Source: an optimization exercise on an open RTL-to-GDS flow (aim: small area, a short achievable clock period and few clock cycles per item). Production flows keep margins and buffers that such runs may drop. The RTL was checked by simulation tests, not by an equivalence proof against the original design. Power figures rest on the tool's default switching activity, not on a simulated workload.

==> design/flow/design.v <==
package fir_pkg;
    localparam int NTAPS = 65;
    localparam int DW    = 16;
    localparam int FRAC  = 13;
    localparam int ACCW  = 38;    
    localparam int CAW   = 7;
    localparam int NLANE = 12;    
endpackage
module fir_sample_line
#(
    parameter int DW    = fir_pkg::DW,
    parameter int DEPTH = 64
) (
    input  logic                clk,
    input  logic                ins,
    input  logic                zero_fb,
    input  logic [DW-1:0]       wr_dat,
    output logic [DEPTH*DW-1:0] taps
);
    logic [DW-1:0] mem_q [DEPTH];
    always_ff @(posedge clk) begin
        if (ins) begin
            mem_q[0] <= wr_dat;
        end else begin
            mem_q[0] <= mem_q[DEPTH-1] & {DW{~zero_fb}};
        end
    end
    for (genvar i = 1; i < DEPTH; i++) begin : g_sh
        always_ff @(posedge clk) begin
            mem_q[i] <= mem_q[i-1];
        end
    end
    for (genvar i = 0; i < DEPTH; i++) begin : g_tap
        assign taps[i*DW +: DW] = mem_q[i];
    end
endmodule
module fir_lane (
    input  logic              clk,
    input  logic [15:0]       x,
    input  logic [7:0]        one,
    input  logic [7:0]        two,
    input  logic [7:0]        neg,
    input  logic              clr,
    output logic [37:0]       acc_s,
    output logic [37:0]       acc_c
);
    logic [37:0] sa, ca;
    logic [37:0] s_d, c_d;
    logic [16:0] xe, xe1;
    logic [16:0] pp0;
    logic [16:0] pp1;
    logic [16:0] pp2;
    logic [16:0] pp3;
    logic [16:0] pp4;
    logic [16:0] pp5;
    logic [16:0] pp6;
    logic [16:0] pp7;
    logic w0, w1, w2, w3, w4, w5, w6, w7, w8, w9, w10, w11, w12, w13, w14, w15, w16, w17, w18, w19, w20, w21, w22, w23, w24, w25, w26, w27, w28, w29, w30, w31, w32, w33, w34, w35, w36, w37, w38, w39, w40, w41, w42, w43, w44, w45, w46, w47, w48, w49, w50, w51, w52, w53, w54, w55, w56, w57, w58, w59, w60, w61, w62, w63, w64, w65, w66, w67, w68, w69, w70, w71, w72, w73, w74, w75, w76, w77, w78, w79, w80, w81, w82, w83, w84, w85, w86, w87, w88, w89, w90, w91, w92, w93, w94, w95, w96, w97, w98, w99, w100, w101, w102, w103, w104, w105, w106, w107, w108, w109, w110, w111, w112, w113, w114, w115, w116, w117, w118, w119, w120, w121, w122, w123, w124, w125, w126, w127, w128, w129, w130, w131, w132, w133, w134, w135, w136, w137, w138, w139, w140, w141, w142, w143, w144, w145, w146, w147, w148, w149, w150, w151, w152, w153, w154, w155, w156, w157, w158, w159, w160, w161, w162, w163, w164, w165, w166, w167, w168, w169, w170, w171, w172, w173, w174, w175, w176, w177, w178, w179, w180, w181, w182, w183, w184, w185, w186, w187, w188, w189, w190, w191, w192, w193, w194, w195, w196, w197, w198, w199, w200, w201, w202, w203, w204, w205, w206, w207, w208, w209, w210, w211, w212, w213, w214, w215, w216, w217, w218, w219, w220, w221, w222, w223, w224, w225, w226, w227, w228, w229, w230, w231, w232, w233, w234, w235, w236, w237, w238, w239, w240, w241, w242, w243, w244, w245, w246, w247, w248, w249, w250, w251, w252, w253, w254, w255, w256, w257, w258, w259, w260, w261, w262, w263, w264, w265, w266, w267, w268, w269, w270, w271, w272, w273, w274, w275, w276, w277, w278, w279, w280, w281, w282, w283, w284, w285, w286, w287, w288, w289, w290, w291, w292, w293, w294, w295, w296, w297, w298, w299, w300, w301, w302, w303, w304, w305, w306, w307, w308, w309, w310, w311, w312, w313, w314, w315, w316, w317, w318, w319, w320, w321, w322, w323, w324, w325, w326, w327, w328, w329, w330, w331, w332, w333, w334, w335, w336, w337, w338, w339, w340, w341, w342, w343, w344, w345, w346, w347;
    assign sa  = acc_s & {38{~clr}};
    assign ca  = acc_c & {38{~clr}};
    assign xe  = {x[15], x};
    assign xe1 = {x, 1'b0};
    assign pp0[15:0] = ({16{one[0]}} & xe[15:0] | {16{two[0]}} & xe1[15:0]) ^ {16{neg[0]}};
    assign pp0[16]   = ~((one[0] & xe[16] | two[0] & xe1[16]) ^ neg[0]);
    assign pp1[15:0] = ({16{one[1]}} & xe[15:0] | {16{two[1]}} & xe1[15:0]) ^ {16{neg[1]}};
    assign pp1[16]   = ~((one[1] & xe[16] | two[1] & xe1[16]) ^ neg[1]);
    assign pp2[15:0] = ({16{one[2]}} & xe[15:0] | {16{two[2]}} & xe1[15:0]) ^ {16{neg[2]}};
    assign pp2[16]   = ~((one[2] & xe[16] | two[2] & xe1[16]) ^ neg[2]);
    assign pp3[15:0] = ({16{one[3]}} & xe[15:0] | {16{two[3]}} & xe1[15:0]) ^ {16{neg[3]}};
    assign pp3[16]   = ~((one[3] & xe[16] | two[3] & xe1[16]) ^ neg[3]);
    assign pp4[15:0] = ({16{one[4]}} & xe[15:0] | {16{two[4]}} & xe1[15:0]) ^ {16{neg[4]}};
    assign pp4[16]   = ~((one[4] & xe[16] | two[4] & xe1[16]) ^ neg[4]);
    assign pp5[15:0] = ({16{one[5]}} & xe[15:0] | {16{two[5]}} & xe1[15:0]) ^ {16{neg[5]}};
    assign pp5[16]   = ~((one[5] & xe[16] | two[5] & xe1[16]) ^ neg[5]);
    assign pp6[15:0] = ({16{one[6]}} & xe[15:0] | {16{two[6]}} & xe1[15:0]) ^ {16{neg[6]}};
    assign pp6[16]   = ~((one[6] & xe[16] | two[6] & xe1[16]) ^ neg[6]);
    assign pp7[15:0] = ({16{one[7]}} & xe[15:0] | {16{two[7]}} & xe1[15:0]) ^ {16{neg[7]}};
    assign pp7[16]   = ~((one[7] & xe[16] | two[7] & xe1[16]) ^ neg[7]);
    assign w0 = sa[12] ^ ca[12];
    assign w1 = sa[12] & ca[12];
    assign w2 = sa[13] ^ ca[13];
    assign w3 = sa[13] & ca[13];
    assign w5 = (sa[14] & ca[14]) | (sa[14] & neg[7]) | (ca[14] & neg[7]);
    assign w4 = (~w5 & (sa[14] | ca[14] | neg[7])) | (sa[14] & ca[14] & neg[7]);
    assign w6 = pp0[14] ^ pp1[12];
    assign w7 = pp0[14] & pp1[12];
    assign w9 = (sa[15] & ca[15]) | (sa[15] & pp0[15]) | (ca[15] & pp0[15]);
    assign w8 = (~w9 & (sa[15] | ca[15] | pp0[15])) | (sa[15] & ca[15] & pp0[15]);
    assign w10 = pp1[13] ^ pp2[11];
    assign w11 = pp1[13] & pp2[11];
    assign w13 = (sa[16] & ca[16]) | (sa[16] & pp0[16]) | (ca[16] & pp0[16]);
    assign w12 = (~w13 & (sa[16] | ca[16] | pp0[16])) | (sa[16] & ca[16] & pp0[16]);
    assign w14 = pp1[14] ^ pp2[12];
    assign w15 = pp1[14] & pp2[12];
    assign w17 = (sa[17] & ca[17]) | (sa[17] & pp1[15]) | (ca[17] & pp1[15]);
    assign w16 = (~w17 & (sa[17] | ca[17] | pp1[15])) | (sa[17] & ca[17] & pp1[15]);
    assign w18 = sa[18] ^ ca[18];
    assign w19 = sa[18] & ca[18];
    assign w20 = sa[6] ^ ca[6];
    assign w21 = sa[6] & ca[6];
    assign w22 = sa[7] ^ ca[7];
    assign w23 = sa[7] & ca[7];
    assign w25 = (sa[8] & ca[8]) | (sa[8] & neg[4]) | (ca[8] & neg[4]);
    assign w24 = (~w25 & (sa[8] | ca[8] | neg[4])) | (sa[8] & ca[8] & neg[4]);
    assign w26 = pp0[8] ^ pp1[6];
    assign w27 = pp0[8] & pp1[6];
    assign w29 = (sa[9] & ca[9]) | (sa[9] & pp0[9]) | (ca[9] & pp0[9]);
    assign w28 = (~w29 & (sa[9] | ca[9] | pp0[9])) | (sa[9] & ca[9] & pp0[9]);
    assign w30 = pp1[7] ^ pp2[5];
    assign w31 = pp1[7] & pp2[5];
    assign w33 = (sa[10] & ca[10]) | (sa[10] & neg[5]) | (ca[10] & neg[5]);
    assign w32 = (~w33 & (sa[10] | ca[10] | neg[5])) | (sa[10] & ca[10] & neg[5]);
    assign w35 = (pp0[10] & pp1[8]) | (pp0[10] & pp2[6]) | (pp1[8] & pp2[6]);
    assign w34 = (~w35 & (pp0[10] | pp1[8] | pp2[6])) | (pp0[10] & pp1[8] & pp2[6]);
    assign w36 = pp3[4] ^ pp4[2];
    assign w37 = pp3[4] & pp4[2];
    assign w39 = (sa[11] & ca[11]) | (sa[11] & pp0[11]) | (ca[11] & pp0[11]);
    assign w38 = (~w39 & (sa[11] | ca[11] | pp0[11])) | (sa[11] & ca[11] & pp0[11]);
    assign w41 = (pp1[9] & pp2[7]) | (pp1[9] & pp3[5]) | (pp2[7] & pp3[5]);
    assign w40 = (~w41 & (pp1[9] | pp2[7] | pp3[5])) | (pp1[9] & pp2[7] & pp3[5]);
    assign w42 = pp4[3] ^ pp5[1];
    assign w43 = pp4[3] & pp5[1];
    assign w45 = (neg[6] & w0) | (neg[6] & pp0[12]) | (w0 & pp0[12]);
    assign w44 = (~w45 & (neg[6] | w0 | pp0[12])) | (neg[6] & w0 & pp0[12]);
    assign w47 = (pp1[10] & pp2[8]) | (pp1[10] & pp3[6]) | (pp2[8] & pp3[6]);
    assign w46 = (~w47 & (pp1[10] | pp2[8] | pp3[6])) | (pp1[10] & pp2[8] & pp3[6]);
    assign w49 = (pp4[4] & pp5[2]) | (pp4[4] & pp6[0]) | (pp5[2] & pp6[0]);
    assign w48 = (~w49 & (pp4[4] | pp5[2] | pp6[0])) | (pp4[4] & pp5[2] & pp6[0]);
    assign w51 = (w1 & w2) | (w1 & pp0[13]) | (w2 & pp0[13]);
    assign w50 = (~w51 & (w1 | w2 | pp0[13])) | (w1 & w2 & pp0[13]);
    assign w53 = (pp1[11] & pp2[9]) | (pp1[11] & pp3[7]) | (pp2[9] & pp3[7]);
    assign w52 = (~w53 & (pp1[11] | pp2[9] | pp3[7])) | (pp1[11] & pp2[9] & pp3[7]);
    assign w55 = (pp4[5] & pp5[3]) | (pp4[5] & pp6[1]) | (pp5[3] & pp6[1]);
    assign w54 = (~w55 & (pp4[5] | pp5[3] | pp6[1])) | (pp4[5] & pp5[3] & pp6[1]);
    assign w57 = (w3 & pp2[10]) | (w3 & pp3[8]) | (pp2[10] & pp3[8]);
    assign w56 = (~w57 & (w3 | pp2[10] | pp3[8])) | (w3 & pp2[10] & pp3[8]);
    assign w59 = (pp4[6] & pp5[4]) | (pp4[6] & pp6[2]) | (pp5[4] & pp6[2]);
    assign w58 = (~w59 & (pp4[6] | pp5[4] | pp6[2])) | (pp4[6] & pp5[4] & pp6[2]);
    assign w61 = (pp7[0] & w4) | (pp7[0] & w6) | (w4 & w6);
    assign w60 = (~w61 & (pp7[0] | w4 | w6)) | (pp7[0] & w4 & w6);
    assign w63 = (pp3[9] & pp4[7]) | (pp3[9] & pp5[5]) | (pp4[7] & pp5[5]);
    assign w62 = (~w63 & (pp3[9] | pp4[7] | pp5[5])) | (pp3[9] & pp4[7] & pp5[5]);
    assign w65 = (pp6[3] & pp7[1]) | (pp6[3] & w5) | (pp7[1] & w5);
    assign w64 = (~w65 & (pp6[3] | pp7[1] | w5)) | (pp6[3] & pp7[1] & w5);
    assign w67 = (w7 & w10) | (w7 & w8) | (w10 & w8);
    assign w66 = (~w67 & (w7 | w10 | w8)) | (w7 & w10 & w8);
    assign w69 = (pp3[10] & pp4[8]) | (pp3[10] & pp5[6]) | (pp4[8] & pp5[6]);
    assign w68 = (~w69 & (pp3[10] | pp4[8] | pp5[6])) | (pp3[10] & pp4[8] & pp5[6]);
    assign w71 = (pp6[4] & pp7[2]) | (pp6[4] & w11) | (pp7[2] & w11);
    assign w70 = (~w71 & (pp6[4] | pp7[2] | w11)) | (pp6[4] & pp7[2] & w11);
    assign w73 = (w14 & w9) | (w14 & w12) | (w9 & w12);
    assign w72 = (~w73 & (w14 | w9 | w12)) | (w14 & w9 & w12);
    assign w75 = (pp2[13] & pp3[11]) | (pp2[13] & pp4[9]) | (pp3[11] & pp4[9]);
    assign w74 = (~w75 & (pp2[13] | pp3[11] | pp4[9])) | (pp2[13] & pp3[11] & pp4[9]);
    assign w77 = (pp5[7] & pp6[5]) | (pp5[7] & pp7[3]) | (pp6[5] & pp7[3]);
    assign w76 = (~w77 & (pp5[7] | pp6[5] | pp7[3])) | (pp5[7] & pp6[5] & pp7[3]);
    assign w79 = (w15 & w13) | (w15 & w16) | (w13 & w16);
    assign w78 = (~w79 & (w15 | w13 | w16)) | (w15 & w13 & w16);
    assign w81 = (w18 & pp1[16]) | (w18 & pp2[14]) | (pp1[16] & pp2[14]);
    assign w80 = (~w81 & (w18 | pp1[16] | pp2[14])) | (w18 & pp1[16] & pp2[14]);
    assign w83 = (pp3[12] & pp4[10]) | (pp3[12] & pp5[8]) | (pp4[10] & pp5[8]);
    assign w82 = (~w83 & (pp3[12] | pp4[10] | pp5[8])) | (pp3[12] & pp4[10] & pp5[8]);
    assign w85 = (pp6[6] & pp7[4]) | (pp6[6] & w17) | (pp7[4] & w17);
    assign w84 = (~w85 & (pp6[6] | pp7[4] | w17)) | (pp6[6] & pp7[4] & w17);
    assign w87 = (sa[19] & ca[19]) | (sa[19] & w19) | (ca[19] & w19);
    assign w86 = (~w87 & (sa[19] | ca[19] | w19)) | (sa[19] & ca[19] & w19);
    assign w89 = (pp2[15] & pp3[13]) | (pp2[15] & pp4[11]) | (pp3[13] & pp4[11]);
    assign w88 = (~w89 & (pp2[15] | pp3[13] | pp4[11])) | (pp2[15] & pp3[13] & pp4[11]);
    assign w91 = (pp5[9] & pp6[7]) | (pp5[9] & pp7[5]) | (pp6[7] & pp7[5]);
    assign w90 = (~w91 & (pp5[9] | pp6[7] | pp7[5])) | (pp5[9] & pp6[7] & pp7[5]);
    assign w93 = (sa[20] & ca[20]) | (sa[20] & pp2[16]) | (ca[20] & pp2[16]);
    assign w92 = (~w93 & (sa[20] | ca[20] | pp2[16])) | (sa[20] & ca[20] & pp2[16]);
    assign w95 = (pp3[14] & pp4[12]) | (pp3[14] & pp5[10]) | (pp4[12] & pp5[10]);
    assign w94 = (~w95 & (pp3[14] | pp4[12] | pp5[10])) | (pp3[14] & pp4[12] & pp5[10]);
    assign w96 = pp6[8] ^ pp7[6];
    assign w97 = pp6[8] & pp7[6];
    assign w99 = (sa[21] & ca[21]) | (sa[21] & pp3[15]) | (ca[21] & pp3[15]);
    assign w98 = (~w99 & (sa[21] | ca[21] | pp3[15])) | (sa[21] & ca[21] & pp3[15]);
    assign w101 = (pp4[13] & pp5[11]) | (pp4[13] & pp6[9]) | (pp5[11] & pp6[9]);
    assign w100 = (~w101 & (pp4[13] | pp5[11] | pp6[9])) | (pp4[13] & pp5[11] & pp6[9]);
    assign w103 = (sa[22] & ca[22]) | (sa[22] & pp3[16]) | (ca[22] & pp3[16]);
    assign w102 = (~w103 & (sa[22] | ca[22] | pp3[16])) | (sa[22] & ca[22] & pp3[16]);
    assign w104 = pp4[14] ^ pp5[12];
    assign w105 = pp4[14] & pp5[12];
    assign w107 = (sa[23] & ca[23]) | (sa[23] & pp4[15]) | (ca[23] & pp4[15]);
    assign w106 = (~w107 & (sa[23] | ca[23] | pp4[15])) | (sa[23] & ca[23] & pp4[15]);
    assign w108 = sa[24] ^ ca[24];
    assign w109 = sa[24] & ca[24];
    assign w110 = sa[2] ^ ca[2];
    assign w111 = sa[2] & ca[2];
    assign w112 = sa[3] ^ ca[3];
    assign w113 = sa[3] & ca[3];
    assign w115 = (sa[4] & ca[4]) | (sa[4] & neg[2]) | (ca[4] & neg[2]);
    assign w114 = (~w115 & (sa[4] | ca[4] | neg[2])) | (sa[4] & ca[4] & neg[2]);
    assign w116 = pp0[4] ^ pp1[2];
    assign w117 = pp0[4] & pp1[2];
    assign w119 = (sa[5] & ca[5]) | (sa[5] & pp0[5]) | (ca[5] & pp0[5]);
    assign w118 = (~w119 & (sa[5] | ca[5] | pp0[5])) | (sa[5] & ca[5] & pp0[5]);
    assign w120 = pp1[3] ^ pp2[1];
    assign w121 = pp1[3] & pp2[1];
    assign w123 = (neg[3] & w20) | (neg[3] & pp0[6]) | (w20 & pp0[6]);
    assign w122 = (~w123 & (neg[3] | w20 | pp0[6])) | (neg[3] & w20 & pp0[6]);
    assign w125 = (pp1[4] & pp2[2]) | (pp1[4] & pp3[0]) | (pp2[2] & pp3[0]);
    assign w124 = (~w125 & (pp1[4] | pp2[2] | pp3[0])) | (pp1[4] & pp2[2] & pp3[0]);
    assign w127 = (w21 & w22) | (w21 & pp0[7]) | (w22 & pp0[7]);
    assign w126 = (~w127 & (w21 | w22 | pp0[7])) | (w21 & w22 & pp0[7]);
    assign w129 = (pp1[5] & pp2[3]) | (pp1[5] & pp3[1]) | (pp2[3] & pp3[1]);
    assign w128 = (~w129 & (pp1[5] | pp2[3] | pp3[1])) | (pp1[5] & pp2[3] & pp3[1]);
    assign w131 = (w23 & pp2[4]) | (w23 & pp3[2]) | (pp2[4] & pp3[2]);
    assign w130 = (~w131 & (w23 | pp2[4] | pp3[2])) | (w23 & pp2[4] & pp3[2]);
    assign w133 = (pp4[0] & w24) | (pp4[0] & w26) | (w24 & w26);
    assign w132 = (~w133 & (pp4[0] | w24 | w26)) | (pp4[0] & w24 & w26);
    assign w135 = (pp3[3] & pp4[1]) | (pp3[3] & w25) | (pp4[1] & w25);
    assign w134 = (~w135 & (pp3[3] | pp4[1] | w25)) | (pp3[3] & pp4[1] & w25);
    assign w137 = (w27 & w30) | (w27 & w28) | (w30 & w28);
    assign w136 = (~w137 & (w27 | w30 | w28)) | (w27 & w30 & w28);
    assign w139 = (pp5[0] & w32) | (pp5[0] & w31) | (w32 & w31);
    assign w138 = (~w139 & (pp5[0] | w32 | w31)) | (pp5[0] & w32 & w31);
    assign w141 = (w36 & w29) | (w36 & w34) | (w29 & w34);
    assign w140 = (~w141 & (w36 | w29 | w34)) | (w36 & w29 & w34);
    assign w143 = (w33 & w37) | (w33 & w42) | (w37 & w42);
    assign w142 = (~w143 & (w33 | w37 | w42)) | (w33 & w37 & w42);
    assign w145 = (w35 & w38) | (w35 & w40) | (w38 & w40);
    assign w144 = (~w145 & (w35 | w38 | w40)) | (w35 & w38 & w40);
    assign w147 = (w43 & w39) | (w43 & w41) | (w39 & w41);
    assign w146 = (~w147 & (w43 | w39 | w41)) | (w43 & w39 & w41);
    assign w149 = (w44 & w46) | (w44 & w48) | (w46 & w48);
    assign w148 = (~w149 & (w44 | w46 | w48)) | (w44 & w46 & w48);
    assign w151 = (w45 & w47) | (w45 & w49) | (w47 & w49);
    assign w150 = (~w151 & (w45 | w47 | w49)) | (w45 & w47 & w49);
    assign w153 = (w50 & w52) | (w50 & w54) | (w52 & w54);
    assign w152 = (~w153 & (w50 | w52 | w54)) | (w50 & w52 & w54);
    assign w155 = (w51 & w53) | (w51 & w55) | (w53 & w55);
    assign w154 = (~w155 & (w51 | w53 | w55)) | (w51 & w53 & w55);
    assign w157 = (w56 & w58) | (w56 & w60) | (w58 & w60);
    assign w156 = (~w157 & (w56 | w58 | w60)) | (w56 & w58 & w60);
    assign w159 = (w57 & w59) | (w57 & w62) | (w59 & w62);
    assign w158 = (~w159 & (w57 | w59 | w62)) | (w57 & w59 & w62);
    assign w161 = (w64 & w61) | (w64 & w66) | (w61 & w66);
    assign w160 = (~w161 & (w64 | w61 | w66)) | (w64 & w61 & w66);
    assign w163 = (w63 & w65) | (w63 & w68) | (w65 & w68);
    assign w162 = (~w163 & (w63 | w65 | w68)) | (w63 & w65 & w68);
    assign w165 = (w70 & w67) | (w70 & w72) | (w67 & w72);
    assign w164 = (~w165 & (w70 | w67 | w72)) | (w70 & w67 & w72);
    assign w167 = (w69 & w74) | (w69 & w76) | (w74 & w76);
    assign w166 = (~w167 & (w69 | w74 | w76)) | (w69 & w74 & w76);
    assign w169 = (w71 & w73) | (w71 & w78) | (w73 & w78);
    assign w168 = (~w169 & (w71 | w73 | w78)) | (w71 & w73 & w78);
    assign w171 = (w75 & w77) | (w75 & w80) | (w77 & w80);
    assign w170 = (~w171 & (w75 | w77 | w80)) | (w75 & w77 & w80);
    assign w173 = (w82 & w79) | (w82 & w84) | (w79 & w84);
    assign w172 = (~w173 & (w82 | w79 | w84)) | (w82 & w79 & w84);
    assign w175 = (w86 & w81) | (w86 & w83) | (w81 & w83);
    assign w174 = (~w175 & (w86 | w81 | w83)) | (w86 & w81 & w83);
    assign w177 = (w88 & w90) | (w88 & w85) | (w90 & w85);
    assign w176 = (~w177 & (w88 | w90 | w85)) | (w88 & w90 & w85);
    assign w179 = (w87 & w96) | (w87 & w89) | (w96 & w89);
    assign w178 = (~w179 & (w87 | w96 | w89)) | (w87 & w96 & w89);
    assign w181 = (w91 & w92) | (w91 & w94) | (w92 & w94);
    assign w180 = (~w181 & (w91 | w92 | w94)) | (w91 & w92 & w94);
    assign w183 = (pp7[7] & w97) | (pp7[7] & w93) | (w97 & w93);
    assign w182 = (~w183 & (pp7[7] | w97 | w93)) | (pp7[7] & w97 & w93);
    assign w185 = (w95 & w98) | (w95 & w100) | (w98 & w100);
    assign w184 = (~w185 & (w95 | w98 | w100)) | (w95 & w98 & w100);
    assign w187 = (pp6[10] & pp7[8]) | (pp6[10] & w104) | (pp7[8] & w104);
    assign w186 = (~w187 & (pp6[10] | pp7[8] | w104)) | (pp6[10] & pp7[8] & w104);
    assign w189 = (w99 & w101) | (w99 & w102) | (w101 & w102);
    assign w188 = (~w189 & (w99 | w101 | w102)) | (w99 & w101 & w102);
    assign w191 = (pp5[13] & pp6[11]) | (pp5[13] & pp7[9]) | (pp6[11] & pp7[9]);
    assign w190 = (~w191 & (pp5[13] | pp6[11] | pp7[9])) | (pp5[13] & pp6[11] & pp7[9]);
    assign w193 = (w105 & w103) | (w105 & w106) | (w103 & w106);
    assign w192 = (~w193 & (w105 | w103 | w106)) | (w105 & w103 & w106);
    assign w195 = (w108 & pp4[16]) | (w108 & pp5[14]) | (pp4[16] & pp5[14]);
    assign w194 = (~w195 & (w108 | pp4[16] | pp5[14])) | (w108 & pp4[16] & pp5[14]);
    assign w197 = (pp6[12] & pp7[10]) | (pp6[12] & w107) | (pp7[10] & w107);
    assign w196 = (~w197 & (pp6[12] | pp7[10] | w107)) | (pp6[12] & pp7[10] & w107);
    assign w199 = (sa[25] & ca[25]) | (sa[25] & w109) | (ca[25] & w109);
    assign w198 = (~w199 & (sa[25] | ca[25] | w109)) | (sa[25] & ca[25] & w109);
    assign w201 = (pp5[15] & pp6[13]) | (pp5[15] & pp7[11]) | (pp6[13] & pp7[11]);
    assign w200 = (~w201 & (pp5[15] | pp6[13] | pp7[11])) | (pp5[15] & pp6[13] & pp7[11]);
    assign w203 = (sa[26] & ca[26]) | (sa[26] & pp5[16]) | (ca[26] & pp5[16]);
    assign w202 = (~w203 & (sa[26] | ca[26] | pp5[16])) | (sa[26] & ca[26] & pp5[16]);
    assign w204 = pp6[14] ^ pp7[12];
    assign w205 = pp6[14] & pp7[12];
    assign w207 = (sa[27] & ca[27]) | (sa[27] & pp6[15]) | (ca[27] & pp6[15]);
    assign w206 = (~w207 & (sa[27] | ca[27] | pp6[15])) | (sa[27] & ca[27] & pp6[15]);
    assign w208 = sa[28] ^ ca[28];
    assign w209 = sa[28] & ca[28];
    assign w210 = sa[0] ^ ca[0];
    assign w211 = sa[0] & ca[0];
    assign w212 = sa[1] ^ ca[1];
    assign w213 = sa[1] & ca[1];
    assign w215 = (neg[1] & w110) | (neg[1] & pp0[2]) | (w110 & pp0[2]);
    assign w214 = (~w215 & (neg[1] | w110 | pp0[2])) | (neg[1] & w110 & pp0[2]);
    assign w217 = (w111 & w112) | (w111 & pp0[3]) | (w112 & pp0[3]);
    assign w216 = (~w217 & (w111 | w112 | pp0[3])) | (w111 & w112 & pp0[3]);
    assign w219 = (w113 & pp2[0]) | (w113 & w114) | (pp2[0] & w114);
    assign w218 = (~w219 & (w113 | pp2[0] | w114)) | (w113 & pp2[0] & w114);
    assign w221 = (w115 & w117) | (w115 & w120) | (w117 & w120);
    assign w220 = (~w221 & (w115 | w117 | w120)) | (w115 & w117 & w120);
    assign w223 = (w121 & w119) | (w121 & w122) | (w119 & w122);
    assign w222 = (~w223 & (w121 | w119 | w122)) | (w121 & w119 & w122);
    assign w225 = (w123 & w125) | (w123 & w126) | (w125 & w126);
    assign w224 = (~w225 & (w123 | w125 | w126)) | (w123 & w125 & w126);
    assign w227 = (w127 & w129) | (w127 & w130) | (w129 & w130);
    assign w226 = (~w227 & (w127 | w129 | w130)) | (w127 & w129 & w130);
    assign w229 = (w131 & w134) | (w131 & w133) | (w134 & w133);
    assign w228 = (~w229 & (w131 | w134 | w133)) | (w131 & w134 & w133);
    assign w231 = (w135 & w138) | (w135 & w137) | (w138 & w137);
    assign w230 = (~w231 & (w135 | w138 | w137)) | (w135 & w138 & w137);
    assign w233 = (w139 & w142) | (w139 & w141) | (w142 & w141);
    assign w232 = (~w233 & (w139 | w142 | w141)) | (w139 & w142 & w141);
    assign w235 = (w143 & w145) | (w143 & w146) | (w145 & w146);
    assign w234 = (~w235 & (w143 | w145 | w146)) | (w143 & w145 & w146);
    assign w237 = (w147 & w149) | (w147 & w150) | (w149 & w150);
    assign w236 = (~w237 & (w147 | w149 | w150)) | (w147 & w149 & w150);
    assign w239 = (w151 & w153) | (w151 & w154) | (w153 & w154);
    assign w238 = (~w239 & (w151 | w153 | w154)) | (w151 & w153 & w154);
    assign w241 = (w155 & w158) | (w155 & w157) | (w158 & w157);
    assign w240 = (~w241 & (w155 | w158 | w157)) | (w155 & w158 & w157);
    assign w243 = (w159 & w162) | (w159 & w161) | (w162 & w161);
    assign w242 = (~w243 & (w159 | w162 | w161)) | (w159 & w162 & w161);
    assign w245 = (w163 & w166) | (w163 & w165) | (w166 & w165);
    assign w244 = (~w245 & (w163 | w166 | w165)) | (w163 & w166 & w165);
    assign w247 = (w167 & w170) | (w167 & w172) | (w170 & w172);
    assign w246 = (~w247 & (w167 | w170 | w172)) | (w167 & w170 & w172);
    assign w249 = (w171 & w174) | (w171 & w173) | (w174 & w173);
    assign w248 = (~w249 & (w171 | w174 | w173)) | (w171 & w174 & w173);
    assign w251 = (w175 & w178) | (w175 & w180) | (w178 & w180);
    assign w250 = (~w251 & (w175 | w178 | w180)) | (w175 & w178 & w180);
    assign w253 = (w179 & w181) | (w179 & w182) | (w181 & w182);
    assign w252 = (~w253 & (w179 | w181 | w182)) | (w179 & w181 & w182);
    assign w255 = (w183 & w186) | (w183 & w185) | (w186 & w185);
    assign w254 = (~w255 & (w183 | w186 | w185)) | (w183 & w186 & w185);
    assign w257 = (w190 & w187) | (w190 & w189) | (w187 & w189);
    assign w256 = (~w257 & (w190 | w187 | w189)) | (w190 & w187 & w189);
    assign w259 = (w191 & w194) | (w191 & w193) | (w194 & w193);
    assign w258 = (~w259 & (w191 | w194 | w193)) | (w191 & w194 & w193);
    assign w261 = (w198 & w195) | (w198 & w200) | (w195 & w200);
    assign w260 = (~w261 & (w198 | w195 | w200)) | (w198 & w195 & w200);
    assign w263 = (w199 & w204) | (w199 & w201) | (w204 & w201);
    assign w262 = (~w263 & (w199 | w204 | w201)) | (w199 & w204 & w201);
    assign w265 = (pp7[13] & w205) | (pp7[13] & w203) | (w205 & w203);
    assign w264 = (~w265 & (pp7[13] | w205 | w203)) | (pp7[13] & w205 & w203);
    assign w267 = (w208 & pp6[16]) | (w208 & pp7[14]) | (pp6[16] & pp7[14]);
    assign w266 = (~w267 & (w208 | pp6[16] | pp7[14])) | (w208 & pp6[16] & pp7[14]);
    assign w269 = (sa[29] & ca[29]) | (sa[29] & w209) | (ca[29] & w209);
    assign w268 = (~w269 & (sa[29] | ca[29] | w209)) | (sa[29] & ca[29] & w209);
    assign w270 = sa[30] ^ ca[30];
    assign w271 = sa[30] & ca[30];
    assign w272 = neg[0] ^ w210;
    assign w273 = neg[0] & w210;
    assign w275 = (w211 & w212) | (w211 & pp0[1]) | (w212 & pp0[1]);
    assign w274 = (~w275 & (w211 | w212 | pp0[1])) | (w211 & w212 & pp0[1]);
    assign w277 = (w213 & pp1[0]) | (w213 & w214) | (pp1[0] & w214);
    assign w276 = (~w277 & (w213 | pp1[0] | w214)) | (w213 & pp1[0] & w214);
    assign w279 = (pp1[1] & w215) | (pp1[1] & w216) | (w215 & w216);
    assign w278 = (~w279 & (pp1[1] | w215 | w216)) | (pp1[1] & w215 & w216);
    assign w281 = (w116 & w217) | (w116 & w218) | (w217 & w218);
    assign w280 = (~w281 & (w116 | w217 | w218)) | (w116 & w217 & w218);
    assign w283 = (w118 & w219) | (w118 & w220) | (w219 & w220);
    assign w282 = (~w283 & (w118 | w219 | w220)) | (w118 & w219 & w220);
    assign w285 = (w124 & w221) | (w124 & w222) | (w221 & w222);
    assign w284 = (~w285 & (w124 | w221 | w222)) | (w124 & w221 & w222);
    assign w287 = (w128 & w223) | (w128 & w224) | (w223 & w224);
    assign w286 = (~w287 & (w128 | w223 | w224)) | (w128 & w223 & w224);
    assign w289 = (w132 & w225) | (w132 & w226) | (w225 & w226);
    assign w288 = (~w289 & (w132 | w225 | w226)) | (w132 & w225 & w226);
    assign w291 = (w227 & w136) | (w227 & w228) | (w136 & w228);
    assign w290 = (~w291 & (w227 | w136 | w228)) | (w227 & w136 & w228);
    assign w293 = (w140 & w229) | (w140 & w230) | (w229 & w230);
    assign w292 = (~w293 & (w140 | w229 | w230)) | (w140 & w229 & w230);
    assign w295 = (w144 & w231) | (w144 & w232) | (w231 & w232);
    assign w294 = (~w295 & (w144 | w231 | w232)) | (w144 & w231 & w232);
    assign w297 = (w148 & w233) | (w148 & w234) | (w233 & w234);
    assign w296 = (~w297 & (w148 | w233 | w234)) | (w148 & w233 & w234);
    assign w299 = (w152 & w235) | (w152 & w236) | (w235 & w236);
    assign w298 = (~w299 & (w152 | w235 | w236)) | (w152 & w235 & w236);
    assign w301 = (w237 & w156) | (w237 & w238) | (w156 & w238);
    assign w300 = (~w301 & (w237 | w156 | w238)) | (w237 & w156 & w238);
    assign w303 = (w239 & w160) | (w239 & w240) | (w160 & w240);
    assign w302 = (~w303 & (w239 | w160 | w240)) | (w239 & w160 & w240);
    assign w305 = (w164 & w241) | (w164 & w242) | (w241 & w242);
    assign w304 = (~w305 & (w164 | w241 | w242)) | (w164 & w241 & w242);
    assign w307 = (w168 & w243) | (w168 & w244) | (w243 & w244);
    assign w306 = (~w307 & (w168 | w243 | w244)) | (w168 & w243 & w244);
    assign w309 = (w169 & w245) | (w169 & w246) | (w245 & w246);
    assign w308 = (~w309 & (w169 | w245 | w246)) | (w169 & w245 & w246);
    assign w311 = (w176 & w248) | (w176 & w247) | (w248 & w247);
    assign w310 = (~w311 & (w176 | w248 | w247)) | (w176 & w248 & w247);
    assign w313 = (w177 & w250) | (w177 & w249) | (w250 & w249);
    assign w312 = (~w313 & (w177 | w250 | w249)) | (w177 & w250 & w249);
    assign w315 = (w184 & w252) | (w184 & w251) | (w252 & w251);
    assign w314 = (~w315 & (w184 | w252 | w251)) | (w184 & w252 & w251);
    assign w317 = (w188 & w253) | (w188 & w254) | (w253 & w254);
    assign w316 = (~w317 & (w188 | w253 | w254)) | (w188 & w253 & w254);
    assign w319 = (w192 & w255) | (w192 & w256) | (w255 & w256);
    assign w318 = (~w319 & (w192 | w255 | w256)) | (w192 & w255 & w256);
    assign w321 = (w196 & w257) | (w196 & w258) | (w257 & w258);
    assign w320 = (~w321 & (w196 | w257 | w258)) | (w196 & w257 & w258);
    assign w323 = (w197 & w260) | (w197 & w259) | (w260 & w259);
    assign w322 = (~w323 & (w197 | w260 | w259)) | (w197 & w260 & w259);
    assign w325 = (w202 & w261) | (w202 & w262) | (w261 & w262);
    assign w324 = (~w325 & (w202 | w261 | w262)) | (w202 & w261 & w262);
    assign w327 = (w206 & w263) | (w206 & w264) | (w263 & w264);
    assign w326 = (~w327 & (w206 | w263 | w264)) | (w206 & w263 & w264);
    assign w329 = (w207 & w266) | (w207 & w265) | (w266 & w265);
    assign w328 = (~w329 & (w207 | w266 | w265)) | (w207 & w266 & w265);
    assign w331 = (pp7[15] & w268) | (pp7[15] & w267) | (w268 & w267);
    assign w330 = (~w331 & (pp7[15] | w268 | w267)) | (pp7[15] & w268 & w267);
    assign w333 = (w270 & pp7[16]) | (w270 & w269) | (pp7[16] & w269);
    assign w332 = (~w333 & (w270 | pp7[16] | w269)) | (w270 & pp7[16] & w269);
    assign w335 = (sa[31] & ca[31]) | (sa[31] & w271) | (ca[31] & w271);
    assign w334 = (~w335 & (sa[31] | ca[31] | w271)) | (sa[31] & ca[31] & w271);
    assign w336 = sa[32] ^ ca[32];
    assign w337 = sa[32] & ca[32];
    assign w338 = sa[33] ^ ca[33];
    assign w339 = sa[33] & ca[33];
    assign w340 = sa[34] ^ ca[34];
    assign w341 = sa[34] & ca[34];
    assign w342 = sa[35] ^ ca[35];
    assign w343 = sa[35] & ca[35];
    assign w344 = sa[36] ^ ca[36];
    assign w345 = sa[36] & ca[36];
    assign w346 = sa[37] ^ ca[37];
    assign w347 = sa[37] & ca[37];
    assign s_d[0] = w272;
    assign c_d[0] = pp0[0];
    assign s_d[1] = w274;
    assign c_d[1] = w273;
    assign s_d[2] = w276;
    assign c_d[2] = w275;
    assign s_d[3] = w278;
    assign c_d[3] = w277;
    assign s_d[4] = w280;
    assign c_d[4] = w279;
    assign s_d[5] = w282;
    assign c_d[5] = w281;
    assign s_d[6] = w284;
    assign c_d[6] = w283;
    assign s_d[7] = w286;
    assign c_d[7] = w285;
    assign s_d[8] = w288;
    assign c_d[8] = w287;
    assign s_d[9] = w290;
    assign c_d[9] = w289;
    assign s_d[10] = w292;
    assign c_d[10] = w291;
    assign s_d[11] = w294;
    assign c_d[11] = w293;
    assign s_d[12] = w296;
    assign c_d[12] = w295;
    assign s_d[13] = w298;
    assign c_d[13] = w297;
    assign s_d[14] = w300;
    assign c_d[14] = w299;
    assign s_d[15] = w302;
    assign c_d[15] = w301;
    assign s_d[16] = w304;
    assign c_d[16] = w303;
    assign s_d[17] = w306;
    assign c_d[17] = w305;
    assign s_d[18] = w308;
    assign c_d[18] = w307;
    assign s_d[19] = w310;
    assign c_d[19] = w309;
    assign s_d[20] = w312;
    assign c_d[20] = w311;
    assign s_d[21] = w314;
    assign c_d[21] = w313;
    assign s_d[22] = w316;
    assign c_d[22] = w315;
    assign s_d[23] = w318;
    assign c_d[23] = w317;
    assign s_d[24] = w320;
    assign c_d[24] = w319;
    assign s_d[25] = w322;
    assign c_d[25] = w321;
    assign s_d[26] = w324;
    assign c_d[26] = w323;
    assign s_d[27] = w326;
    assign c_d[27] = w325;
    assign s_d[28] = w328;
    assign c_d[28] = w327;
    assign s_d[29] = w330;
    assign c_d[29] = w329;
    assign s_d[30] = w332;
    assign c_d[30] = w331;
    assign s_d[31] = w334;
    assign c_d[31] = w333;
    assign s_d[32] = w336;
    assign c_d[32] = w335;
    assign s_d[33] = w338;
    assign c_d[33] = w337;
    assign s_d[34] = w340;
    assign c_d[34] = w339;
    assign s_d[35] = w342;
    assign c_d[35] = w341;
    assign s_d[36] = w344;
    assign c_d[36] = w343;
    assign s_d[37] = w346;
    assign c_d[37] = w345;
    always_ff @(posedge clk) begin
        acc_s <= s_d;
        acc_c <= c_d;
    end
endmodule
import fir_pkg::*;
module pulse_shape_fir #(
    parameter int NTAPS = fir_pkg::NTAPS,
    parameter int DW    = fir_pkg::DW,
    parameter int ACCW  = fir_pkg::ACCW
) (
    input  logic                    clk,
    input  logic                    reset_n,
    input  logic [DW-1:0]           sample_in,
    input  logic                    sample_valid,
    output logic                    ready,
    output logic [fir_pkg::CAW-1:0] coef_addr,
    input  logic [DW-1:0]           coef_in,
    output logic [DW-1:0]           y_out,
    output logic                    y_valid,
    output logic                    sample_drop
);
    localparam int M  = fir_pkg::NLANE;
    localparam int KH = 22;                         
    localparam logic [KH-1:0] KBIAS = 22'h3faaab;    
    logic [5:0]       r_q, r_d;        
    logic [6:0]       k_q, k_d;        
    logic             win_q, win_d;    
    logic             open_q, open_d;  
    logic             ready_q, ready_d;
    logic             fw_q, fw_d;      
    logic [6:0]       n_q, n_d;        
    logic [5:0]       m_q, m_d;        
    logic             drop_q;
    logic             slot_q, slot_d;  
    logic             stv_q, stv_d;    
    logic [DW-1:0]    stg_q;
    logic             acc, ins, start, zero_fb;
    logic [6:0]       rn;
    logic [DW-1:0]    ring_in;
    assign acc     = ready_q & sample_valid;
    assign ins     = slot_q & (stv_q | sample_valid);
    assign ring_in = stv_q ? stg_q : sample_in;
    assign rn      = {1'b0, r_q} + n_q;
    assign zero_fb = ~rn[6];
    always_comb begin
        r_d    = ins ? 6'd0 : r_q + 6'd1;
        start  = ~ins & (r_q == 6'(M - 1));
        k_d    = k_q;
        win_d  = win_q;
        open_d = open_q;
        fw_d   = fw_q;
        m_d    = m_q;
        n_d    = n_q;
        if (ins) begin
            m_d = m_q + 6'd1;
            if (!n_q[6]) n_d = n_q + 7'd1;
        end
        if (slot_q & ~ins) open_d = 1'b0;
        if (win_q) begin
            if (k_q == 7'd0) win_d = 1'b0;
            else             k_d   = k_q - 7'd1;
        end
        if (start) begin
            k_d    = 7'd64;
            win_d  = 1'b1;
            open_d = 1'b1;
            m_d    = 6'd0;
            fw_d   = (n_q == 7'd0);
        end
        slot_d  = win_d & open_d & (k_d != 7'd0) & (k_d <= 7'(M));
        stv_d   = ins ? (stv_q & acc) : (stv_q | acc);
        ready_d = ~stv_d | slot_d;
    end
    always_ff @(posedge clk or negedge reset_n) begin
        if (!reset_n) begin
            r_q     <= '0;
            k_q     <= 7'(M);
            win_q   <= 1'b1;
            open_q  <= 1'b1;
            slot_q  <= 1'b1;
            stv_q   <= 1'b0;
            ready_q <= 1'b1;
            fw_q    <= 1'b1;
            n_q     <= '0;
            m_q     <= '0;
            drop_q  <= 1'b0;
        end else begin
            r_q     <= r_d;
            k_q     <= k_d;
            win_q   <= win_d;
            open_q  <= open_d;
            slot_q  <= slot_d;
            stv_q   <= stv_d;
            ready_q <= ready_d;
            fw_q    <= fw_d;
            n_q     <= n_d;
            m_q     <= m_d;
            drop_q  <= sample_valid & ~ready_q;
        end
    end
    always_ff @(posedge clk) begin
        if (acc & ~(ins & ~stv_q)) stg_q <= sample_in;
    end
    assign ready       = ready_q;
    assign coef_addr   = k_q;
    assign sample_drop = drop_q;
    logic [64*DW-1:0] taps;
    fir_sample_line #(.DW(DW), .DEPTH(64)) u_line (
        .clk     (clk),
        .ins     (ins),
        .zero_fb (zero_fb),
        .wr_dat  (ring_in),
        .taps    (taps)
    );
    logic [DW-1:0] coef_q;
    logic [6:0]    k1_q;
    logic          w1_q, fw1_q;
    logic [M-1:0]  clr_q;
    logic [7:0]    one_d, two_d, neg_d;
    logic [M-1:0]  clr_d;
    logic [16:0]   cx;
    assign cx = {coef_q, 1'b0};
    always_comb begin
        for (int i = 0; i < 8; i++) begin
            one_d[i] = w1_q & (cx[2*i+1] ^ cx[2*i]);
            two_d[i] = w1_q & ((cx[2*i+2] & ~cx[2*i+1] & ~cx[2*i]) | (~cx[2*i+2] & cx[2*i+1] & cx[2*i]));
            neg_d[i] = w1_q & cx[2*i+2] & ~(cx[2*i+1] & cx[2*i]);
        end
        for (int j = 0; j < M; j++) begin
            clr_d[j] = w1_q & ((k1_q == 7'd64) | (fw1_q & (k1_q == 7'(j))));
        end
    end
    always_ff @(posedge clk or negedge reset_n) begin
        if (!reset_n) begin
            w1_q <= 1'b0;
        end else begin
            w1_q <= win_q;
        end
    end
    always_ff @(posedge clk) begin
        coef_q <= coef_in;
        k1_q   <= k_q;
        fw1_q  <= fw_q;
        clr_q  <= clr_d;
    end
    logic [ACCW-1:0] acc_s [M];
    logic [ACCW-1:0] acc_c [M];
    for (genvar j = 0; j < M; j++) begin : g_lane
        logic [7:0] one_q, two_q, neg_q;
        always_ff @(posedge clk) begin
            one_q <= one_d;
            two_q <= two_d;
            neg_q <= neg_d;
        end
        fir_lane u_lane (
            .clk   (clk),
            .x     (taps[(M+1-j)*DW +: DW]),
            .one   (one_q),
            .two   (two_q),
            .neg   (neg_q),
            .clr   (clr_q[j]),
            .acc_s (acc_s[j]),
            .acc_c (acc_c[j])
        );
    end
    logic          p1_q, p2_q;
    logic [M-1:0]  rsel_q;
    logic [5:0]    mrd_q;
    logic          fwr_q;
    logic [M-1:0]  rvm;
    logic          rv_q;
    logic [ACCW-1:0] rs_q, rc_q, rs_d, rc_d;
    logic [KH-1:0] cn_q, cn_d;
    logic [ACCW-1:0] cst, tot;
    logic [ACCW-1:0] t_s, t_c;
    logic [ACCW-FRAC-1:0] rnd;
    logic [DW-1:0] y_q, y_d;
    logic          yv_q;
    always_comb begin
        rs_d = '0;
        rc_d = '0;
        for (int j = 0; j < M; j++) begin
            rs_d = rs_d | (acc_s[j] & {ACCW{rsel_q[j]}});
            rc_d = rc_d | (acc_c[j] & {ACCW{rsel_q[j]}});
            rvm[j] = rsel_q[j] & (6'(j) < mrd_q);
        end
        if (rsel_q[0]) cn_d = fwr_q ? KBIAS : KH'(KBIAS * 65);
        else           cn_d = cn_q + (fwr_q ? KH'(KBIAS * 2) : KBIAS);
    end
    always_ff @(posedge clk or negedge reset_n) begin
        if (!reset_n) begin
            p1_q   <= 1'b0;
            p2_q   <= 1'b0;
            rsel_q <= '0;
            rv_q   <= 1'b0;
            yv_q   <= 1'b0;
            y_q    <= '0;
        end else begin
            p1_q   <= win_q & (k_q == 7'd0);
            p2_q   <= p1_q;
            rsel_q <= {rsel_q[M-2:0], p2_q};
            rv_q   <= |rvm;
            yv_q   <= rv_q;
            if (rv_q) y_q <= y_d;
        end
    end
    always_ff @(posedge clk) begin
        if (win_q & (k_q == 7'd0)) begin
            mrd_q <= m_q;
            fwr_q <= fw_q;
        end
        rs_q <= rs_d;
        rc_q <= rc_d;
        cn_q <= cn_d;
    end
    assign cst = {cn_q, 16'h1000};
    assign t_s = rs_q ^ rc_q ^ cst;
    assign t_c = {(rs_q[ACCW-2:0] & rc_q[ACCW-2:0]) | (rs_q[ACCW-2:0] & cst[ACCW-2:0]) | (rc_q[ACCW-2:0] & cst[ACCW-2:0]), 1'b0};
    assign tot = t_s + t_c;
    assign rnd = tot[ACCW-1:FRAC];
    always_comb begin
        if (!rnd[ACCW-FRAC-1] && (|rnd[ACCW-FRAC-2:DW-1]))      y_d = {1'b0, {(DW-1){1'b1}}};
        else if (rnd[ACCW-FRAC-1] && !(&rnd[ACCW-FRAC-2:DW-1])) y_d = {1'b1, {(DW-1){1'b0}}};
        else                                                    y_d = rnd[DW-1:0];
    end
    assign y_out   = y_q;
    assign y_valid = yv_q;
endmodule
==> design/flow/run.sh <==
#!/bin/bash
# synth_recipe.tcl (not shown) runs the flow's synth.tcl, then flattens the netlist and writes it again
# the make line also repeats each setting of config.mk as NAME=value (left out here)
make -C /OpenROAD-flow-scripts/flow DESIGN_CONFIG=/design/flow/config.mk WORK_HOME=/design/flow/orfs CLKGATE_MAP_FILE= SYNTH_SCRIPT=/design/flow/synth_recipe.tcl finish
==> design/flow/config.mk <==
export PLATFORM = sky130hd
export DESIGN_NAME = pulse_shape_fir
export DESIGN_NICKNAME = pulse_shape_fir
export VERILOG_FILES = /design/flow/design.v
export SDC_FILE = /design/flow/constraint.sdc
export NUM_CORES = 4
export LEC_CHECK = 0
export CAP_MARGIN = 20
export CORE_MARGIN = 2
export CORE_UTILIZATION = 40
export PLACE_DENSITY = 0.6
export SLEW_MARGIN = 20
==> design/flow/constraint.sdc <==
create_clock -name core_clock -period 12.5 [get_ports {clk}]
set_input_delay 2.5000 -clock core_clock [delete_from_list [all_inputs] [get_ports {clk}]]
set_output_delay 2.5000 -clock core_clock [all_outputs]
set_load 0.01 [all_outputs]
==> flow_metrics.tcl, run 1 <==
set metrics [dict create \
    drcViolationCount 0 \
    dp.cells 16982 \
    worstPathCellList "buf_4 > buf_4 > or2_2 > nand2_1 > xnor2_1 > fa_1 > fa_1 > inv_1 > fa_1 > fa_1 > inv_1" \
    routedWlPerCell_um 28.3 \
    setup_violations 0 \
    hold_viol_final 0 \
    yosysMostFrequentCell "inv_1" \
    synth_cell_types 90 \
    die_x_um 590 \
    finClkSkew_ns 0.133 \
    rows 215 \
    p_sw_share_pct 42.1 \
    path_max_fanout 50 \
    synth_edf_count 23 \
    cp_common_cell "fa_1" \
    initial_core_util_pct 40.1 \
    clk_pin_slew_worst_paths_ns 0.07 \
    finalCritPeriodShare_pct 45.1 \
    whs_ns 0.235 \
    synth_top_area_cell "dfxtp_1" \
    grt_overflow 0 \
    syn_avg_cell_area_um2 10.4 \
    critPathKind "reg2reg" \
    root_buffer "clkbuf_16" \
    worst_slew_pin_slew_ns 1.34 \
    num_vias 97659 \
    post_cts_buffers 0 \
    regToRegStartpoint "g_lane[0].one_q[3]$_DFF_P_" \
    r2r_end "g_lane[5].u_lane.acc_s[23]$_DFF_P_" \
    final.setup.tns_ns 0 \
    fin_nets 14883 \
    dieHeight_um 590 \
    p_int_mw 21.0 \
    track_usage_pct 28.2 \
    grt_pass1_wl_um 717000 \
    holdPathStages 0 \
    area_delta_synth_final_pct 9.51 \
    fmax_mhz 177 \
    grt.busiest_layer "met2" \
    syn_inst 13196 \
    grt_pass1_vias 100746 \
    grt_util_met3_pct 9.59 \
    slowest_stage "dfxtp_4" \
    synth_seq_cells 2183 \
    final_cells 17457 \
    utilization_pct 44.0 \
    first_pass_iters 8 \
    yosys_warnings 6 \
    portBuffers 60 \
    vias_per_cell 5.59 \
    drive_gt1_share_pct 6.42 \
    post-dp-hpwl_um 339000 \
    rsz0062_at_grt "no" \
    grt_use_met1_pct 36.8 \
    ys_top_cells_by_count "2366 x inv_1, 2094 x dfxtp_1, 1737 x fa_1" \
    globalRouteMet2Util_pct 41.9 \
    maxSlewHeadroom_pct 10.7 \
    status "timing/DRC/antenna clean" \
    min_path_type "reg2reg" \
    coreArea_mm2 0.343 \
    antenna_found_initial 78 \
    worstSetupStartpoint "g_lane[0].one_q[3]$_DFF_P_" \
    cts_max_level 4 \
    ys_seq_area_share_pct 32.2 \
    worstRegToRegCells 11 \
    hold_end "u_line.mem_q[33][10]$_DFF_P_" \
    worst_setup_path_start_kind "flip-flop" \
    critical_path_arrival_ns 6.45 \
    cts_resized 0 \
    end_kind "flip-flop" \
    clock_path_buffers 4 \
    syn-num-nets 15411 \
    ir_drop_mv 0.155 \
    cts_tree "yes" \
    numCtsBuffers 240 \
    powerDensity_mw_per_mm2 241 \
    min_period_ns 5.64 \
    drt-initial-drc-count 11172 \
    gp_congestion 0.967 \
    slew_viol_final 0 \
    p_switching_mw 15.3 \
    grt_max_degree 139 \
    pin_count 61 \
    seqPwrFrac_pct 30.0 \
    power.share.combinational_pct 49.3 \
    synthesis.area_mm2 0.138 \
    ys.flop_type "dfxtp_1" \
    ys_top_cells_by_area "dfxtp_1 30%, fa_1 25%, xnor2_1 9.2%" \
    die_area_mm2 0.349 \
    ff2ff_setup_slack_ns 6.86 \
    routed_wl_um 493000 \
    ant_nets 0 \
    critPathRequiredTime_ns 13.30 \
    clock_sink_count 2183 \
    slowest_delay_ns 0.91 \
    drv_cap 0 \
    clk_latency_ns 1.00 \
    pwr-share-clk_pct 20.7 \
    min_from "u_line.mem_q[32][10]$_DFF_P_" \
    p_total_mw 36.3 \
    ctsHoldBuffers 0 \
    synth_top_area_share_pct 30.5 \
    p_leak_nw 63.6 \
    async_flop_share_pct 3.02 \
]
## worst max-delay path by stage
stage	cells past startpoint	end	slack (ns)
2_1_floorplan	11	g_lane[0].u_lane.acc_s[16]$_DFF_P_	8.10
3_3_place_gp	11	g_lane[11].u_lane.acc_s[18]$_DFF_P_	7.15
3_5_place_dp	11	g_lane[11].u_lane.acc_s[18]$_DFF_P_	7.14
4_1_cts	11	g_lane[5].u_lane.acc_s[23]$_DFF_P_	7.03
5_1_grt	11	g_lane[11].u_lane.acc_s[23]$_DFF_P_	6.77
6_report	11	g_lane[5].u_lane.acc_s[23]$_DFF_P_	6.86
## through the flow
step | worst slack [ns] | area [um^2]
after detailed placement | 7.14 | 142000
after CTS | 7.03 | 151000
after floorplan | 8.10 | 138000
after global routing | 6.77 | 151000
after global placement | 7.15 | 142000
final | 6.86 | 151000
## power groups by stage
| stage | sequential (mW) | clock, mW | combinational [mW] |
|---|---|---|---|
| detailed placement | 10.9 | 0 | 17.9 |
| global route | 10.9 | 7.89 | 21.4 |
| global placement | 10.9 | 0 | 17.3 |
| CTS | 10.8 | 7.62 | 18.0 |
| finish | 10.9 | 7.51 | 17.9 |
| floorplan | 9.62 | 0 | 13.8 |
## placed cells by master (no fill, tap or decap), drive strengths merged, types with 15 or more instances in the layout
cell	count
a21boi	19
nor2b	800
ha	443
dfxtp	2094
nor3	21
clkinvlp	15
clkinv	53
buf	305
a22oi	1443
clkdlybuf4s50	59
mux2i	18
xor2	247
nand3	103
fa	1737
nand2b	108
a221oi	230
xnor2	1442
inv	2391
dfrtp	59
bufinv	20
a22o	228
a21oi	58
diode	30
and2	19
nand2	280
edfxtp	23
o21ai	55
a21o	21
nor2	81
clkbuf	337
## kinds of logic (layout without fill, tap and decap cells)
| group | after synthesis | count (layout) | synth area share [%] |
|---|---|---|---|
| AOI/OAI and AO/OA | 2127 | 2127 | 11.9 |
| and+or+nand+nor | 1493 | 1493 | 6.10 |
| xor gates and xnor gates | 1689 | 1689 | 10.8 |
| adders and majority gates | 2180 | 2180 | 29.3 |
| other | 0 | 30 | 0 |
| buffers and inverters | 3506 | 3180 | 9.62 |
| DFF | 2183 | 2183 | 32.2 |
| muxes | 18 | 18 | 0.131 |
## sequential cells by signal, indices dropped and copies added (netlist names), 8 cells and up
signal,flops
g_lane.one_q,8
rsel_q,12
clr_q,12
g_lane.neg_q,8
g_lane.u_lane.acc_c,456
y_q,16
stg_q,16
g_lane.u_lane.acc_s,456
u_line.mem_q,1024
rc_q,38
g_lane.two_q,8
rs_q,38
coef_q,16
cn_q,22
## cell type report
type	instances	area (um^2)
antenna	30	75.1
clock buffer	336	6980
clock inverter	108	1360
fill	32399	192000
inverter	2371	8920
multi-input combinational	7507	80100
sequential	2183	44500
tap	4557	5700
timing repair buffer	365	3080
## worst max-delay path, delay by kind of cell, from the launching register on
family | cells | cell delay (ns)
adders and majority gates | 4 | 1.98
buffers and inverters | 4 | 1.54
xor gates and xnor gates | 1 | 0.16
and+or+nand+nor | 2 | 0.69
DFF | 1 | 0.91
## metal layers
layer  part of all wire (%)  vias up  wire length (um)
met5                  0.089        -               441
met4                    5.4       68             26700
met3                     13     1453             65200
met2                     42     6141            209000
met1                     39    49499            192000
li1                       -    40498                 -
Testbench counts, summed over its fixed seeds: cycles 5,704, items 960.
==> inputs of run 2 (changes only) <==
--- a/design/flow/design.v
+++ b/design/flow/design.v
@@ -38,11 +38,12 @@
     input  logic              clk,
     input  logic [15:0]       x,
-    input  logic [7:0]        one,
-    input  logic [7:0]        two,
-    input  logic [7:0]        neg,
+    input  logic [7:0]        one_d,
+    input  logic [7:0]        two_d,
+    input  logic [7:0]        neg_d,
     input  logic              clr,
     output logic [37:0]       acc_s,
     output logic [37:0]       acc_c
 );
+    logic [7:0] one, two, neg;    
     logic [37:0] sa, ca;
     logic [37:0] s_d, c_d;
@@ -502,4 +503,7 @@
     assign c_d[37] = w345;
     always_ff @(posedge clk) begin
+        one   <= one_d;
+        two   <= two_d;
+        neg   <= neg_d;
         acc_s <= s_d;
         acc_c <= c_d;
@@ -650,16 +654,10 @@
     logic [ACCW-1:0] acc_c [M];
     for (genvar j = 0; j < M; j++) begin : g_lane
-        logic [7:0] one_q, two_q, neg_q;
-        always_ff @(posedge clk) begin
-            one_q <= one_d;
-            two_q <= two_d;
-            neg_q <= neg_d;
-        end
         fir_lane u_lane (
             .clk   (clk),
             .x     (taps[(M+1-j)*DW +: DW]),
-            .one   (one_q),
-            .two   (two_q),
-            .neg   (neg_q),
+            .one_d (one_d),
+            .two_d (two_d),
+            .neg_d (neg_d),
             .clr   (clr_q[j]),
             .acc_s (acc_s[j]),
--- a/design/flow/config.mk
+++ b/design/flow/config.mk
@@ -11,2 +11,3 @@
 export PLACE_DENSITY = 0.6
 export SLEW_MARGIN = 20
+export SYNTH_HIERARCHICAL = 1
==> run 2 against run 1 <==
  * The layout now fails its checks (antenna violations)
  * First-iteration DRC count rose by 2.9%
  * Count of clock-buffer cells in the layout rose by 43
  * Core utilization fell by 0.93 points
  * Global-route usage about the same
==> flow_metrics.tcl, run 2 <==
set metrics [dict create \
    ys_top_cells_by_count "2374 x inv_1, 2358 x dfxtp_1, 1737 x fa_1" \
    num_vias 98508 \
    pwr-share-clk_pct 21.3 \
    finalCritPeriodShare_pct 38.3 \
    status "complete, but fails checks" \
    root_buffer "clkbuf_16" \
    seqPwrFrac_pct 33.3 \
    synth_seq_cells 2447 \
    rsz0062_at_grt "no" \
    min_path_type "reg2reg" \
    path_buf_inv 3 \
    ctsHoldBuffers 0 \
    final_cell_mix "2373 x inv_1, 2342 x dfxtp_1, 1737 x fa_1" \
    critPathKind "in2reg" \
    yosys_warnings 12 \
    fin_nets 15192 \
    ir_drop_mv 0.131 \
    clk_pin_slew_worst_paths_ns 0.06 \
    drt-initial-drc-count 11494 \
    syn_avg_cell_area_um2 11.1 \
    p_sw_share_pct 42.8 \
    antenna_found_initial 77 \
    numCtsBuffers 272 \
    post-dp-hpwl_um 395000 \
    p_switching_mw 16.8 \
    ys_seq_area_share_pct 33.4 \
    critPathRequiredTime_ns 13.34 \
    synthesis.area_mm2 0.148 \
    synth_edf_count 23 \
    ys_top_cells_by_area "dfxtp_1 32%, fa_1 23%, xnor2_1 8.6%" \
    grt_overflow 0 \
    grt_pass1_vias 98250 \
    cts_resized 0 \
    routedWlPerCell_um 29.1 \
    slowest_delay_ns 0.76 \
    grt_max_degree 76 \
    routed_wl_um 531000 \
    drv_cap 0 \
    gp_congestion 1.09 \
    slew_viol_final 0 \
    syn-num-nets 15612 \
    clk_latency_ns 0.95 \
    ant_nets 1 \
    p_leak_nw 66.3 \
    fmax_mhz 209 \
    worst_setup_path_start_kind "input pin" \
    rows 223 \
    min_period_ns 4.78 \
    portBuffers 60 \
    critical_path_arrival_ns 5.62 \
    whs_ns 0.251 \
    largestRegisters "u_line.mem_q (1024), g_lane.u_lane.acc_c (456), g_lane.u_lane.acc_s (456)" \
    regMostFlops "u_line.mem_q" \
    maxSlewHeadroom_pct 13.5 \
    drive_gt1_share_pct 8.53 \
    hold_viol_final 0 \
    path_max_fanout 30 \
    largest_register_ffs 1024 \
    worst_slew_pin_slew_ns 1.30 \
    end_kind "flip-flop" \
    final.setup.tns_ns 0 \
    powerDensity_mw_per_mm2 248 \
    async_flop_share_pct 2.70 \
    path_delay_family "buffers and inverters" \
    drcViolationCount 0 \
    coreArea_mm2 0.369 \
    die_area_mm2 0.376 \
    cts_tree "yes" \
    clock_path_buffers 4 \
    synth_cell_types 92 \
    clock_sink_count 2447 \
    pin_count 61 \
    nFillCells 35154 \
    initial_core_util_pct 40.2 \
    yosysMostFrequentCell "inv_1" \
    area_delta_synth_final_pct 7.04 \
    vias_per_cell 5.39 \
    layout_commonest_cell "inv_1" \
    so_faults "antenna violations" \
    synth_top_area_cell "dfxtp_1" \
    power.share.combinational_pct 45.4 \
    cts_max_level 5 \
    ys.flop_type "dfxtp_1" \
    worstPathCellList "clkdlybuf4s50_1 > o21ai_0 > buf_4 > clkinv_1 > nor2_1 > nor2_1 > or3_1 > o21ai_0 > o21ai_0" \
    grt_pass1_wl_um 749000 \
    track_usage_pct 28.2 \
    post_cts_buffers 0 \
    finClkSkew_ns 0.0807 \
    setup_violations 0 \
    dieHeight_um 613 \
    slowest_stage "clkinv_1" \
    die_x_um 613 \
    first_pass_iters 9 \
    synth_top_area_share_pct 31.8 \
    syn_inst 13397 \
    p_int_mw 22.5 \
    cp_common_cell "o21ai_0" \
]
## run 2: cell types whose count changed after synthesis, sizes merged, moves of 14 or more
| cell | before | now |
|---|---|---|
| a22o | 228 | 243 |
| clkbuf | 873 | 207 |
| mux2 | 0 | 17 |
| o21ai | 55 | 163 |
| dfxtp | 2094 | 2358 |
| nand2 | 280 | 175 |
| nor2b | 800 | 659 |
| buf | 261 | 835 |
| o22ai | 2 | 18 |
| and2b | 0 | 144 |
| a21oi | 58 | 44 |
| inv | 2369 | 2422 |
| mux2i | 18 | 3 |
## run 2: kinds of logic (layout without fill, tap and decap cells)
group	count (synthesis)	count (layout)	share of synthesized area, %
other cells	0	136	0
fa+ha+maj	2180	2180	27.2
simple gates	1354	1354	5.33
buf+inv	3476	3269	11.7
mux	20	20	0.149
xor+xnor	1697	1697	10.0
flops	2447	2447	33.4
compound gates	2223	2223	12.2
## run 2: per-module statistics from Yosys (local to each module, per instance), excerpt
module | copies in the design | flops+latches | cells inside
fir_lane | 12 | 100 | 897
pulse_shape_fir | 1 | 223 | 1587
## run 2: cell type report
| cell class | count | area, um^2 | share of cell area [%] |
|---|---|---|---|
| Multi-Input combinational cell | 7474 | 81500 | 51.3 |
| Sequential cell | 2447 | 49600 | 31.2 |
| Inverter | 2434 | 9140 | 5.75 |
| Clock buffer | 379 | 7890 | 4.97 |
| Tap cell | 4950 | 6190 | 3.90 |
| Timing Repair Buffer | 348 | 2770 | 1.74 |
| Clock inverter | 108 | 1380 | 0.869 |
| Antenna cell | 136 | 340 | 0.214 |
## run 2: final timing paths
| kind | start | end | slack (ns) | cells after the start |
|---|---|---|---|---|
| worst max register to register | rs_q[2]$_DFF_P_ | y_q[2]$_DFFE_PN0P_ | 7.95 | 13 |
| min in group asynchronous | reset_n | rsel_q[11]$_DFF_PN0_ | 1.70 | 1 |
| worst max-delay path | sample_valid | ready_q$_DFF_PN1_ | 7.72 | 9 |
| worst min-delay path | u_line.mem_q[34][14]$_DFF_P_ | u_line.mem_q[35][14]$_DFF_P_ | 0.25 | 0 |
| max in group asynchronous | reset_n | rsel_q[0]$_DFF_PN0_ | 9.66 | 2 |
| worst min register to register | u_line.mem_q[34][14]$_DFF_P_ | u_line.mem_q[35][14]$_DFF_P_ | 0.25 | 0 |
## run 2: power groups by stage
stage,logic (mW),registers (mW),clock network (mW)
after CTS,18.0,12.9,8.51
after global routing,21.3,13.0,8.81
after detailed placement,17.8,13.0,0
after floorplan,13.7,10.6,0
after global placement,17.3,13.0,0
final,17.9,13.1,8.38
## run 2: worst register-to-register path, cell delays in order, from the launching register on
cell and delay (ns):
dfxtp_1 0.32, ha_1 0.30, ha_1 0.29, nand4_1 0.10, a21oi_1 0.08, o21ai_1 0.88
a21oi_1 0.23, nor4b_2 0.44, o21ai_1 0.19, a311oi_2 0.32, xor2_1 0.23, nor4_2 0.08
a21oi_2 0.74, o22ai_1 0.19
## run 2: routing by layer
layer | global-route usage [%] | vias up | share of wire (%)
met2 | 39.9 | 5602 | 41
met3 | 9.63 | 1183 | 12
li1 | - | 41597 | -
met1 | 36.5 | 50098 | 39
met5 | 0 | - | 0.035
met4 | 18.0 | 28 | 7.0
## run 2: per-stage QoR
step | utilization, % | power [mW] | setup slack, ns | area [um^2] | cells
5_1_grt | 43.0 | 43.1 | 7.34 | 159000 | 18185
4_1_cts | 42.9 | 39.4 | 7.84 | 158000 | 18137
3_3_place_gp | 40.4 | 30.3 | 7.17 | 149000 | 17649
6_report | 43.0 | 39.4 | 7.72 | 159000 | 18276
3_5_place_dp | 40.4 | 30.8 | 7.20 | 149000 | 17650
2_1_floorplan | - | 24.3 | 8.65 | 148000 | 13397
Testbench counts of run 2, summed over its fixed seeds: cycles 5,704, items 960.

-- what the ideal ports hide --
The flow's constraints put no driver on any port. The routed layouts listed below were extracted and timed again, unchanged, in two steps.
Step 1 sets driving cells, clkbuf_16 on the clock port and buf_2 on the other inputs (assumed; they add their load-dependent delay and slew).
Step 2 adds t to the input delays and takes it off the output delays; t is the mean of the earliest and latest rising clock arrival at the registers after step 1. Input paths then give back, and output paths get back, about the clock's delay inside the block.
Three values: no drivers, after step 1, after step 2; two values: the first two.
run	t, ns	setup slack, ns	worst setup path after step 2	cell pins on the clock port's net
run 1	1.042	6.857 / 6.857 / 6.857	register to register	1
run 2	1.016	7.718 / 7.804 / 6.798	input to register	1
The setup slack of run 2, which loses most, moves by +0.086 ns with the drivers and by -0.920 ns with both steps.
